This design comes from an exercise in tuning for small area, a short achievable clock period and few clock cycles per item on the open sky130 flow, not from production work.
In this exercise RTL edits were held to simulation tests only and were not proved equivalent to the original.
Power figures rest on the tool's default switching activity, not on a simulated workload.

==> inputs of run B <==
## normalized_iir_section_filter
module normalized_iir_section_filter #(
   parameter int COEF_BITS      = 24,
   parameter int COEF_FRAC_BITS = 16
) (
   input  wire logic        clock,
   input  wire logic        reset,
   input  wire logic        req_valid,
   output logic             req_stall,
   input  wire logic [16:0] req_data,    
   output logic             rsp_valid,
   input  wire logic        rsp_stall,
   output logic [17:0]      rsp_data,    
   input  wire logic        csr_we,
   input  wire logic [2:0]  csr_index,
   input  wire logic [23:0] csr_wdata
);
   localparam int W = 42;    
   localparam logic signed [63:0] KHI = -(64'sd341 <<< 25);
   localparam logic signed [63:0] KLO = -(64'sd85 <<< 17);
   localparam logic [W-1:0] INIT4 = W'(64'sd4 * (KHI + KLO));
   localparam logic [W-1:0] INIT5 = W'(64'sd5 * (KHI + KLO));
   logic signed [23:0] c_a2, c_a3, c_b1, c_b2, c_b3;
   logic signed [24:0] a1n;    
   logic               a1s;    
   always_ff @(posedge clock) begin
      if (reset) begin
         a1n  <= -25'sd65536;
         a1s  <= 1'b0;
         c_a2 <= '0;
         c_a3 <= '0;
         c_b1 <= 24'h010000;
         c_b2 <= '0;
         c_b3 <= '0;
      end else if (csr_we) begin
         case (csr_index)
            3'd0: begin
               a1s <= csr_wdata[23];
               a1n <= csr_wdata[23] ? 25'(signed'(csr_wdata)) : -(25'(signed'(csr_wdata)));
            end
            3'd1: c_a2 <= csr_wdata;
            3'd2: c_a3 <= csr_wdata;
            3'd3: c_b1 <= csr_wdata;
            3'd4: c_b2 <= csr_wdata;
            3'd5: c_b3 <= csr_wdata;
            default: begin
            end
         endcase
      end
   end
   logic signed [26:0] nd3;
   wire  signed [26:0] nd1 = 27'(a1n);
   logic               dz;
   always_ff @(posedge clock) begin
      nd3 <= nd1 + (nd1 <<< 1);
      dz  <= (a1n == '0);
   end
   logic        xin_v, flush_pend;
   logic        pbusy, pdone, p_usem, p5, phl;
   logic [2:0]  pidx;
   logic [3:0]  lst;         
   logic        pend;        
   logic        mval, mz;    
   logic signed [15:0] xin, x0, x1, x2;
   logic signed [15:0] yh2;                 
  ...
Settings: LEC_CHECK=0, ABC_AREA=1, CAP_MARGIN=20, CORE_MARGIN=2, CORE_UTILIZATION=40, SETUP_SLACK_MARGIN=4.5, SLEW_MARGIN=20; clock period 9.0 ns.
run.sh (not shown) runs the stock make flow with config.mk's settings and CLKGATE_MAP_FILE= SYNTH_SCRIPT=/design/flow/synth_recipe.tcl, a recipe that flattens the netlist after the stock synthesis.
==> run M (differences from run B) <==
--- a/flow/design.v
+++ b/flow/design.v
@@ -331,20 +331,20 @@
    logic [1:0]   e_q, fc_r;
    logic         fo_r;
    wire          pre_n = (t_op[27:26] != 2'd0) | g4;
    wire          neg_n = inv1 ^ a1s;
    wire          posy = ~negr;
    wire          e_nz = (e_q != 2'd0);
-   wire  [W-1:0] mm_n = ((lst == 4'd2) ? {W{1'b0}} : (mm << 2))
-                        + a2mul(e_q, a2s, a3s, posy) + {{(W-1){1'b0}}, posy & e_nz};
-   wire [W-1:0] xm  = p_usem ? (mm << 2) : '0;
-   wire [W-1:0] xe  = a2mul(e_q & {2{p_usem}}, a2s, a3s, posy);
-   wire         xci = p_usem & posy & e_nz;
+   wire          dm  = (lst >= 4'd2);
+   wire          xon = dm | p_usem;
+   wire [W-1:0]  xm  = ((dm && lst != 4'd2) || (!dm && p_usem)) ? (mm << 2) : '0;
+   wire [W-1:0]  xe  = a2mul(e_q & {2{xon}}, a2s, a3s, posy);
+   wire          xci = xon & posy & e_nz;
    logic [W-1:0] s1, c1, s2, c2;
    always_comb begin
-      {s1, c1} = csa(ps, pcy, xm);
+      {s1, c1} = csa(ps & {W{~dm}}, pcy & {W{~dm}}, xm);
       {s2, c2} = csa(s1, c1 | {{(W-1){1'b0}}, xci}, xe);
    end
    wire [W-1:0] acc = s2 + c2;
    always_ff @(posedge clock) begin
       if (fire_l0) begin
          rr   <= acc[W-1:16];
@@ -362,13 +362,13 @@
          frc_r <= pre_n | g2;
          negr  <= neg_n;
       end
       if (reset || fl_do) begin
          mm <= '0;
       end else if (lst >= 4'd2) begin
-         mm <= mm_n;
+         mm <= acc;
       end
       if (lst == 4'd1) begin
          e_q  <= dz ? 2'd0 : (pre_n | g2) ? (neg_n ? 2'd2 : 2'd1) : dig;
          fo_r <= dz | pre_n | g2;
          fc_r <= (dz | neg_n) ? 2'd0 : 2'd3;
       end else if (lst != 4'd0) begin
--- a/flow/config.mk
+++ b/flow/config.mk
@@ -5,9 +5,9 @@
 export SDC_FILE = /design/flow/constraint.sdc
 export NUM_CORES = 4
 export LEC_CHECK = 0
 export ABC_AREA = 1
 export CAP_MARGIN = 20
 export CORE_MARGIN = 2
-export CORE_UTILIZATION = 40
-export SETUP_SLACK_MARGIN = 4.5
+export CORE_UTILIZATION = 50
+export SETUP_SLACK_MARGIN = 5
 export SLEW_MARGIN = 20
==> run A (differences from run B) <==
--- a/flow/design.v
+++ b/flow/design.v
@@ -305,55 +305,49 @@
    wire               g2 = ~df2[26];
    wire               g3 = ~df3[26];
    wire               g4 = ~df4[26];
    wire [1:0]         dig = g3 ? 2'd3 : g2 ? 2'd2 : g1 ? 2'd1 : 2'd0;
    wire [25:0]        rnew = g3 ? df3[25:0] : g2 ? df2[25:0] : g1 ? df1[25:0] : df0;
    wire [13:0]        lo_abs = inv1 ? (14'd0 - lq[13:0]) : lq[13:0];
-   logic signed [23:0] a2s;
-   logic signed [25:0] a3s;
+   logic signed [25:0] a2x3;
    always_ff @(posedge clock) begin
-      if (lst == 4'd1) begin
-         a2s <= c_a2 ^ {24{~neg_n}};
-         a3s <= (26'(c_a2) + (26'(c_a2) <<< 1)) ^ {26{~neg_n}};
-      end
+      a2x3 <= 26'(c_a2) + (26'(c_a2) <<< 1);
    end
    function automatic logic [W-1:0] a2mul(input logic [1:0] e, input logic signed [23:0] a,
-                                          input logic signed [25:0] a3, input logic lsb);
-      logic [W-1:0] ax;
-      ax = W'(a);
+                                          input logic signed [25:0] a3);
       case (e)
          2'd0:    a2mul = '0;
-         2'd1:    a2mul = ax;
-         2'd2:    a2mul = {ax[W-2:0], lsb};
+         2'd1:    a2mul = W'(a);
+         2'd2:    a2mul = W'(a) << 1;
          default: a2mul = W'(a3);
       endcase
    endfunction
    logic [W-1:0] mm;
    logic [1:0]   e_q, fc_r;
    logic         fo_r;
    wire          pre_n = (t_op[27:26] != 2'd0) | g4;
    wire          neg_n = inv1 ^ a1s;
    wire          posy = ~negr;
-   wire          e_nz = (e_q != 2'd0);
+   wire  [W-1:0] sgnm = {W{posy}};
    wire  [W-1:0] mm_n = ((lst == 4'd2) ? {W{1'b0}} : (mm << 2))
-                        + a2mul(e_q, a2s, a3s, posy) + {{(W-1){1'b0}}, posy & e_nz};
+                        + (a2mul(e_q, c_a2, a2x3) ^ sgnm) + {{(W-1){1'b0}}, posy};
    wire [W-1:0] xm  = p_usem ? (mm << 2) : '0;
-   wire [W-1:0] xe  = a2mul(e_q & {2{p_usem}}, a2s, a3s, posy);
-   wire         xci = p_usem & posy & e_nz;
+   wire [W-1:0] xe  = a2mul(e_q & {2{p_usem}}, c_a2, a2x3) ^ (sgnm & {W{p_usem}});
+   wire         xci = p_usem & ~negr;
    logic [W-1:0] s1, c1, s2, c2;
    always_comb begin
       {s1, c1} = csa(ps, pcy, xm);
       {s2, c2} = csa(s1, c1 | {{(W-1){1'b0}}, xci}, xe);
    end
    wire [W-1:0] acc = s2 + c2;
    always_ff @(posedge clock) begin
       if (fire_l0) begin
          rr   <= acc[W-1:16];
          lq   <= acc[15:0];
          inv1 <= acc[W-1];
-         cin  <= acc[W-1] & (((s2[13:0] ^ c2[13:0]) ^ {s2[12:0] | c2[12:0], 1'b0}) == 14'd0);
+         cin  <= acc[W-1] & (acc[13:0] == 14'd0);
       end else if (lst != 4'd0) begin
          rr   <= rnew;
          lq   <= {(lst == 4'd1) ? lo_abs : lq[13:0], dig};
          inv1 <= 1'b0;
          cin  <= 1'b0;
       end
==> comparison table <==
item	run B	run A	run M
Effective utilization at floorplan	0.405	0.403	0.505
Met3 track demand over resource in global routing	0.0388	0.0376	0.0532
VDD IR max	267 uV	194 uV	215 uV
Final critical-path share of the clock period	0.475	0.502	0.528
Status	finished clean	finished clean	finished clean
Sequential Power Share	0.199	0.207	0.193
Area occupied by multi-input gates	0.0280 mm^2	0.0283 mm^2	0.0289 mm^2
Max-slew headroom	0.257	0.284	0.205
Fill cell instance count of the final layout	11000	10600	7314
Worst stage delay on the critical path	0.59 ns	0.54 ns	0.47 ns
Post CTS Setup Buffer Count	5	32	105
Metal2 WL	70.6 mm	71.5 mm	64.0 mm
Clock latency of the later-clocked register in the worst-skew pair	0.67 ns	0.66 ns	0.66 ns
Mapped Nets	6383	6334	5924
Max FO, Critical Path	52	8	7
Testbench counts of run B, summed over its fixed seeds: cycles 28,928, items 3,072.
Testbench counts of run M, summed over its fixed seeds: cycles 28,928, items 3,072.
Testbench counts of run A, summed over its fixed seeds: cycles 28,928, items 3,072.

==> static timing again, ports no longer ideal <==
No port has a modelled driver above. Below, the same layouts with a new extraction and two added sets of constraints. Step 1 (the two cells are an assumption about what drives the block):
set clk [get_ports {clock}]
set_driving_cell -lib_cell sky130_fd_sc_hd__clkbuf_16 $clk
set_driving_cell -lib_cell sky130_fd_sc_hd__buf_2 [delete_from_list [all_inputs] $clk]
Step 2 adds t to the input delays and takes it off the output delays; t is the mean of the earliest and latest rising clock arrival at the registers after step 1. Input paths then give back, and output paths get back, about the clock's delay inside the block. Three values: ideal ports, drivers, drivers and shift; two values: the first two.
run | t, ns | setup WS [ns] | worst hold slack (ns)
run B | 0.719 | 4.726 / 4.726 / 4.198 | 0.451 / 0.451 / 0.451
run M | 0.707 | 4.247 / 4.247 / 4.247 | 0.443 / 0.443 / 0.443
run A | 0.715 | 4.484 / 4.484 / 4.314 | 0.448 / 0.448 / 0.448
After both steps every run listed still meets setup and hold. For run B, which loses most, drivers alone change the setup slack by 0.000 ns; drivers and shift together by -0.528 ns.
